What follows belongs to an exercise in optimizing a design on an open flow for small area, a short achievable clock period and few clock cycles per item; a production flow would make more cautious choices. Only simulation tests tie the RTL to the original design; equivalence was not proved.

Setup of v12:
==> module conv_top, before the edit <==
module conv_top (
	input  logic        clk,
	input  logic        rst_n,
	input  logic        filter_valid,
	input  logic        image_valid,
	input  logic [3:0]  image_size,
	input  logic        pad_mode,
	input  logic        act_mode,
	input  logic [7:0]  in_data,
	output logic        out_valid,
	output logic [15:0] out_data
);
	logic [3:0]  fcnt;
	logic        fen;
	logic [71:0] weights;
	assign fen = filter_valid && (fcnt != 4'd9);
	always_ff @(posedge clk or negedge rst_n) begin
		if (!rst_n) begin
			fcnt <= '0;
		end else if (!filter_valid) begin
			fcnt <= '0;
		end else if (fen) begin
			fcnt <= fcnt + 4'd1;
		end
	end
	always_ff @(posedge clk) begin
		if (fen) begin
			weights <= {in_data, weights[71:8]};
		end
	end
	logic       active;    
	logic       tail;      
	logic       prod_on;   
	logic [2:0] nm1;       
	logic [5:0] lsel;      
	logic       padm;
	logic       actm;
	logic [2:0] ir, ic;    
	logic [2:0] orow, ocol;
	logic       start;
	logic       shift;
	logic       prod;
	logic       wv;
	logic [23:0] psel_d, psel;
	assign start = image_valid && !active;
	assign shift = image_valid || tail;
	assign prod  = prod_on ? tail || image_valid
	                       : image_valid && !start && (ir == 3'd1) && (ic == 3'd1);
	always_ff @(posedge clk or negedge rst_n) begin
		if (!rst_n) begin
			active  <= 1'b0;
			tail    <= 1'b0;
			prod_on <= 1'b0;
			wv      <= 1'b0;
		end else begin
			wv <= prod;
			if (start) begin
				active <= 1'b1;
			end else if (image_valid && (ic == nm1) && (ir == nm1)) begin
				tail <= 1'b1;
			end
			if (prod) begin
				prod_on <= 1'b1;
				if ((orow == nm1) && (ocol == nm1)) begin
					active  <= 1'b0;
					tail    <= 1'b0;
					prod_on <= 1'b0;
				end
			end
		end
	end
	always_ff @(posedge clk) begin
		if (start) begin
			nm1  <= 3'(image_size - 4'd1);
			padm <= pad_mode;
			actm <= act_mode;
			for (int k = 0; k < 6; k++) lsel[k] <= (image_size == 4'(k + 3));
			ir   <= 3'd0;
			ic   <= 3'd1;
			orow <= 3'd0;
			ocol <= 3'd0;
		end else begin
			if (image_valid) begin
				if (ic == nm1) begin
					ic <= 3'd0;
					ir <= ir + 3'd1;
				end else begin
					ic <= ic + 3'd1;
				end
			end
			if (prod) begin
				if (ocol == nm1) begin
					ocol <= 3'd0;
					orow <= orow + 3'd1;
				end else begin
					ocol <= ocol + 3'd1;
				end
			end
		end
	end
	conv_psel conv_psel_i (
		.top   (orow == 3'd0),
		.bot   (orow == nm1),
		.left  (ocol == 3'd0),
		.right (ocol == nm1),
		.pad   (padm),
		.psel  (psel_d)
	);
	always_ff @(posedge clk) begin
		psel <= psel_d;
	end
	logic [7:0] b0, b1, b2, m0, m1, m2, t0, t1, t2;
	logic [7:0] d [1:5];
	logic [7:0] e [1:5];
	logic [7:0] d_out, e_out;
	always_comb begin
		d_out = lsel[0] ? b2 : 8'd0;
		e_out = lsel[0] ? m2 : 8'd0;
		for (int k = 1; k < 6; k++) begin
			d_out = d_out | (lsel[k] ? d[6-k] : 8'd0);
			e_out = e_out | (lsel[k] ? e[6-k] : 8'd0);
		end
	end
	always_ff @(posedge clk) begin
		if (shift) begin
			b0 <= in_data;
			b1 <= b0;
			b2 <= b1;
			d[5] <= b2;
			for (int k = 1; k < 5; k++) d[k] <= d[k+1];
			m0 <= d_out;
			m1 <= m0;
			m2 <= m1;
			e[5] <= m2;
			for (int k = 1; k < 5; k++) e[k] <= e[k+1];
			t0 <= e_out;
			t1 <= t0;
			t2 <= t1;
		end
	end
	logic [66:0] rows_d, rows;
	logic [18:0] acc_d, acc;
	logic [15:0] res;
	logic        v1, v2;
	conv_mac conv_mac_i (
		.weights (weights),
		.win     ({t2, t1, t0, m2, m1, m0, b2, b1, b0}),
		.psel    (psel),
		.rows    (rows_d)
	);
	always_ff @(posedge clk) begin
		rows <= rows_d;
	end
	conv_sum conv_sum_i (
		.rows (rows),
		.acc  (acc_d)
	);
	always_ff @(posedge clk) begin
		acc <= acc_d;
	end
	conv_act conv_act_i (
		.acc  (acc),
		.actm (actm),
		.res  (res)
	);
	always_ff @(posedge clk) begin
		out_data <= res;
	end
	always_ff @(posedge clk or negedge rst_n) begin
		if (!rst_n) begin
			v1        <= 1'b0;
			v2        <= 1'b0;
			out_valid <= 1'b0;
		end else begin
			v1        <= wv;
			v2        <= v1;
			out_valid <= v2;
		end
	end
endmodule
==> flow/config.mk <==
export PLATFORM = sky130hd
export DESIGN_NAME = conv_top
export DESIGN_NICKNAME = conv_top
export VERILOG_FILES = /design/flow/design.v
export SDC_FILE = /design/flow/constraint.sdc
export NUM_CORES = 4
export LEC_CHECK = 0
export CAP_MARGIN = 20
export CORE_MARGIN = 2
export CORE_UTILIZATION = 55
export CTS_CLUSTER_DIAMETER = 60
export CTS_CLUSTER_SIZE = 25
export SLEW_MARGIN = 20
export SYNTH_HIERARCHICAL = 1
export SYNTH_MINIMUM_KEEP_SIZE = 0
==> flow/constraint.sdc <==
create_clock -name core_clock -period 18.0 [get_ports {clk}]
set_input_delay 3.6000 -clock core_clock [delete_from_list [all_inputs] [get_ports {clk}]]
set_output_delay 3.6000 -clock core_clock [all_outputs]
set_load 0.01 [all_outputs]
standard.sh (not shown) runs the stock make flow with config.mk's settings and CLKGATE_MAP_FILE= SYNTH_SCRIPT=/design/flow/synth_recipe.tcl, a recipe that flattens the netlist after the stock synthesis.
==> flow/flow/run.sh <==
#!/bin/bash
# The standard layout, with the resizer's setup repair aimed at a margin below the
# clock period (the period and constraints themselves are unchanged).
set -euo pipefail
bash standard.sh SETUP_SLACK_MARGIN=13.4 finish > flow_make.log 2>&1
Testbench counts of v12, summed over its fixed seeds: cycles 5,996, results 4,631.
#### Input delta (v28 over v12)
--- a/flow/design.v
+++ b/flow/design.v
@@ -2468,32 +2468,23 @@
 		psel <= psel_d;
 	end
 	logic [7:0] b0, b1, b2, m0, m1, m2, t0, t1, t2;
 	logic [7:0] d [1:5];
 	logic [7:0] e [1:5];
-	logic [7:0] d_out, e_out;
-	always_comb begin
-		d_out = lsel[0] ? b2 : 8'd0;
-		e_out = lsel[0] ? m2 : 8'd0;
-		for (int k = 1; k < 6; k++) begin
-			d_out = d_out | (lsel[k] ? d[6-k] : 8'd0);
-			e_out = e_out | (lsel[k] ? e[6-k] : 8'd0);
-		end
-	end
 	always_ff @(posedge clk) begin
 		if (shift) begin
 			b0 <= in_data;
 			b1 <= b0;
 			b2 <= b1;
 			d[5] <= b2;
-			for (int k = 1; k < 5; k++) d[k] <= d[k+1];
-			m0 <= d_out;
+			for (int k = 1; k < 5; k++) d[k] <= lsel[k] ? b2 : d[k+1];
+			m0 <= lsel[0] ? b2 : d[1];
 			m1 <= m0;
 			m2 <= m1;
 			e[5] <= m2;
-			for (int k = 1; k < 5; k++) e[k] <= e[k+1];
-			t0 <= e_out;
+			for (int k = 1; k < 5; k++) e[k] <= lsel[k] ? m2 : e[k+1];
+			t0 <= lsel[0] ? m2 : e[1];
 			t1 <= t0;
 			t2 <= t1;
 		end
 	end
 	logic [66:0] rows_d, rows;
==> summary.txt <==
v28: all stages complete, timing, DRC and antenna checks passed. The flow did not stop early for v12: all stages ran, and the layout cleared the timing, design-rule and antenna checks. Going from v12 to v28, clock-buffer cell count now smaller, clock tree cell share of total cell area went down 0.39 points, setup slack at placement up 0.015 ns. [compare] base=v12 new=v28: routed length on met1 climbed 1.0%; via count of the first global-routing pass now larger; filler cell count in the final layout went up about 2%. v28 vs. v12: total detailed-routing wirelength stayed essentially flat; met2 layer usage reported by global route fell by 0.29 points; length in cells of the worst reg-to-reg path fell by 2.
Testbench counts of v28, summed over its fixed seeds: cycles 5,996, results 4,631.

== v6 ==
Another version of the RTL of conv_top (not shown whole).
Size: ~2500 cells after synthesis, ~0.031 mm^2 of cells after synthesis.
==> module conv_top, before the edit <==
module conv_top (
	input  logic        clk,
	input  logic        rst_n,
	input  logic        filter_valid,
	input  logic        image_valid,
	input  logic [3:0]  image_size,
	input  logic        pad_mode,
	input  logic        act_mode,
	input  logic [7:0]  in_data,
	output logic        out_valid,
	output logic [15:0] out_data
);
	logic [3:0]  fcnt;
	logic        fen;
	logic [71:0] weights;
	assign fen = filter_valid && (fcnt != 4'd9);
	always_ff @(posedge clk or negedge rst_n) begin
		if (!rst_n) begin
			fcnt <= '0;
		end else if (!filter_valid) begin
			fcnt <= '0;
		end else if (fen) begin
			fcnt <= fcnt + 4'd1;
		end
	end
	always_ff @(posedge clk) begin
		if (fen) begin
			weights <= {in_data, weights[71:8]};
		end
	end
	logic       active;    
	logic       tail;      
	logic       prod_on;   
	logic [2:0] nm1;       
	logic [5:0] lsel;      
	logic       padm;
	logic       actm;
	logic [2:0] ir, ic;    
	logic [2:0] orow, ocol;
	logic       start;
	logic       shift;
	logic       prod;
	logic       wv;
	logic [23:0] psel_d, psel;
	assign start = image_valid && !active;
	assign shift = image_valid || tail;
	assign prod  = prod_on ? tail || image_valid
	                       : image_valid && !start && (ir == 3'd1) && (ic == 3'd1);
	always_ff @(posedge clk or negedge rst_n) begin
		if (!rst_n) begin
			active  <= 1'b0;
			tail    <= 1'b0;
			prod_on <= 1'b0;
			nm1     <= '0;
			lsel    <= '0;
			padm    <= 1'b0;
			actm    <= 1'b0;
			ir      <= '0;
			ic      <= '0;
			orow    <= '0;
			ocol    <= '0;
			wv      <= 1'b0;
		end else begin
			wv <= prod;
			if (start) begin
				active <= 1'b1;
				nm1    <= 3'(image_size - 4'd1);
				padm   <= pad_mode;
				actm   <= act_mode;
				for (int k = 0; k < 6; k++) lsel[k] <= (image_size == 4'(k + 3));
				ir     <= 3'd0;
				ic     <= 3'd1;
				orow   <= 3'd0;
				ocol   <= 3'd0;
			end else if (image_valid) begin
				if (ic == nm1) begin
					ic <= 3'd0;
					ir <= ir + 3'd1;
					if (ir == nm1) tail <= 1'b1;
				end else begin
					ic <= ic + 3'd1;
				end
			end
			if (prod) begin
				prod_on <= 1'b1;
				if (ocol == nm1) begin
					ocol <= 3'd0;
					orow <= orow + 3'd1;
				end else begin
					ocol <= ocol + 3'd1;
				end
				if ((orow == nm1) && (ocol == nm1)) begin
					active  <= 1'b0;
					tail    <= 1'b0;
					prod_on <= 1'b0;
				end
			end
		end
	end
	conv_psel conv_psel_i (
		.top   (orow == 3'd0),
		.bot   (orow == nm1),
		.left  (ocol == 3'd0),
		.right (ocol == nm1),
		.pad   (padm),
		.psel  (psel_d)
	);
	always_ff @(posedge clk) begin
		psel <= psel_d;
	end
	logic [7:0] b0, b1, b2, m0, m1, m2, t0, t1, t2;
	logic [7:0] d [1:5];
	logic [7:0] e [1:5];
	always_ff @(posedge clk) begin
		if (shift) begin
			b0 <= in_data;
			b1 <= b0;
			b2 <= b1;
			d[5] <= b2;
			for (int k = 1; k < 5; k++) d[k] <= lsel[k] ? b2 : d[k+1];
			m0 <= lsel[0] ? b2 : d[1];
			m1 <= m0;
			m2 <= m1;
			e[5] <= m2;
			for (int k = 1; k < 5; k++) e[k] <= lsel[k] ? m2 : e[k+1];
			t0 <= lsel[0] ? m2 : e[1];
			t1 <= t0;
			t2 <= t1;
		end
	end
	logic [94:0] rows_d, rows;
	logic [18:0] acc_d, acc;
	logic [15:0] res;
	logic        v1, v2;
	conv_mac conv_mac_i (
		.weights (weights),
		.win     ({t2, t1, t0, m2, m1, m0, b2, b1, b0}),
		.psel    (psel),
		.rows    (rows_d)
	);
	always_ff @(posedge clk) begin
		rows <= rows_d;
	end
	conv_sum conv_sum_i (
		.rows (rows),
		.acc  (acc_d)
	);
	always_ff @(posedge clk) begin
		acc <= acc_d;
	end
	conv_act conv_act_i (
		.acc  (acc),
		.actm (actm),
		.res  (res)
	);
	always_ff @(posedge clk) begin
		out_data <= res;
	end
	always_ff @(posedge clk or negedge rst_n) begin
		if (!rst_n) begin
			v1        <= 1'b0;
			v2        <= 1'b0;
			out_valid <= 1'b0;
		end else begin
			v1        <= wv;
			v2        <= v1;
			out_valid <= v2;
		end
	end
endmodule
==> flow/config.mk <==
export PLATFORM = sky130hd
export DESIGN_NAME = conv_top
export DESIGN_NICKNAME = conv_top
export VERILOG_FILES = /design/flow/design.v
export SDC_FILE = /design/flow/constraint.sdc
export NUM_CORES = 4
export LEC_CHECK = 0
export CAP_MARGIN = 20
export CORE_MARGIN = 2
export CORE_UTILIZATION = 55
export CTS_CLUSTER_DIAMETER = 60
export CTS_CLUSTER_SIZE = 25
export SLEW_MARGIN = 20
export SYNTH_HIERARCHICAL = 1
export SYNTH_MINIMUM_KEEP_SIZE = 0
==> flow/constraint.sdc <==
create_clock -name core_clock -period 18.0 [get_ports {clk}]
set_input_delay 3.6000 -clock core_clock [delete_from_list [all_inputs] [get_ports {clk}]]
set_output_delay 3.6000 -clock core_clock [all_outputs]
set_load 0.01 [all_outputs]
Scripts as last shown in full above: flow/flow/run.sh
Testbench counts of v6, summed over its fixed seeds: cycles 5,996, results 4,631.
Edits applied to the flow inputs when going from v6 to v7:
diff --git a/flow/design.v b/flow/design.v
--- a/flow/design.v
+++ b/flow/design.v
@@ -2332,55 +2332,56 @@
 	                       : image_valid && !start && (ir == 3'd1) && (ic == 3'd1);
 	always_ff @(posedge clk or negedge rst_n) begin
 		if (!rst_n) begin
 			active  <= 1'b0;
 			tail    <= 1'b0;
 			prod_on <= 1'b0;
-			nm1     <= '0;
-			lsel    <= '0;
-			padm    <= 1'b0;
-			actm    <= 1'b0;
-			ir      <= '0;
-			ic      <= '0;
-			orow    <= '0;
-			ocol    <= '0;
 			wv      <= 1'b0;
 		end else begin
 			wv <= prod;
 			if (start) begin
 				active <= 1'b1;
-				nm1    <= 3'(image_size - 4'd1);
-				padm   <= pad_mode;
-				actm   <= act_mode;
-				for (int k = 0; k < 6; k++) lsel[k] <= (image_size == 4'(k + 3));
-				ir     <= 3'd0;
-				ic     <= 3'd1;
-				orow   <= 3'd0;
-				ocol   <= 3'd0;
-			end else if (image_valid) begin
+			end else if (image_valid && (ic == nm1) && (ir == nm1)) begin
+				tail <= 1'b1;
+			end
+			if (prod) begin
+				prod_on <= 1'b1;
+				if ((orow == nm1) && (ocol == nm1)) begin
+					active  <= 1'b0;
+					tail    <= 1'b0;
+					prod_on <= 1'b0;
+				end
+			end
+		end
+	end
+	always_ff @(posedge clk) begin
+		if (start) begin
+			nm1  <= 3'(image_size - 4'd1);
+			padm <= pad_mode;
+			actm <= act_mode;
+			for (int k = 0; k < 6; k++) lsel[k] <= (image_size == 4'(k + 3));
+			ir   <= 3'd0;
+			ic   <= 3'd1;
+			orow <= 3'd0;
+			ocol <= 3'd0;
+		end else begin
+			if (image_valid) begin
 				if (ic == nm1) begin
 					ic <= 3'd0;
 					ir <= ir + 3'd1;
-					if (ir == nm1) tail <= 1'b1;
 				end else begin
 					ic <= ic + 3'd1;
 				end
 			end
 			if (prod) begin
-				prod_on <= 1'b1;
 				if (ocol == nm1) begin
 					ocol <= 3'd0;
 					orow <= orow + 3'd1;
 				end else begin
 					ocol <= ocol + 3'd1;
 				end
-				if ((orow == nm1) && (ocol == nm1)) begin
-					active  <= 1'b0;
-					tail    <= 1'b0;
-					prod_on <= 1'b0;
-				end
 			end
 		end
 	end
 	conv_psel conv_psel_i (
 		.top   (orow == 3'd0),
 		.bot   (orow == nm1),
[summary]
- Across v7 and v6, none had a timing, DRC or antenna violation.
- When v7 is measured against v6, its multi-input logic area turns out 0.74% lower.
- Compared v6 against v7; instance count on the critical path within noise.
- Against v6 as the reference, v7 delivers a lower count of nets after finishing.
- Going from v6 to v7, number of filler cells placed in the layout rose by 38; via count of the first global-routing pass fell by 280.
Testbench counts of v7, summed over its fixed seeds: cycles 5,996, results 4,631.

port drivers added, routing unchanged:
No port has a modelled driver above. Below, the same layouts with a new extraction and two added sets of constraints.
Step 1, drivers: a clkbuf_16 drives clk and a buf_2 each remaining input, both assumed.
Step 2, shift: input delay + t, output delay - t, t = (earliest + latest rising clock arrival at the registers) / 2. This alone moves slack from input paths to output paths.
Slacks: no drivers / after step 1 / after step 2; pairs: no drivers / after step 1.
run	t (ns)	setup slack, ns	hold WS [ns]	clock arrival spread, ns
v12	0.653	13.302 / 13.238 / 12.848	0.330 / 0.330 / 0.330	0.055 / 0.054
v28	0.643	13.322 / 13.259 / 12.844	0.334 / 0.334 / 0.334	0.029 / 0.028
v6	0.651	13.318 / 13.256 / 12.864	0.353 / 0.353 / 0.353	0.037 / 0.037
v7	0.645	13.303 / 13.241 / 12.795	0.361 / 0.361 / 0.361	0.051 / 0.051
After both steps setup and hold are still met in every run listed. For v7, which loses most, drivers alone change the setup slack by -0.062 ns; drivers and shift together by -0.508 ns.
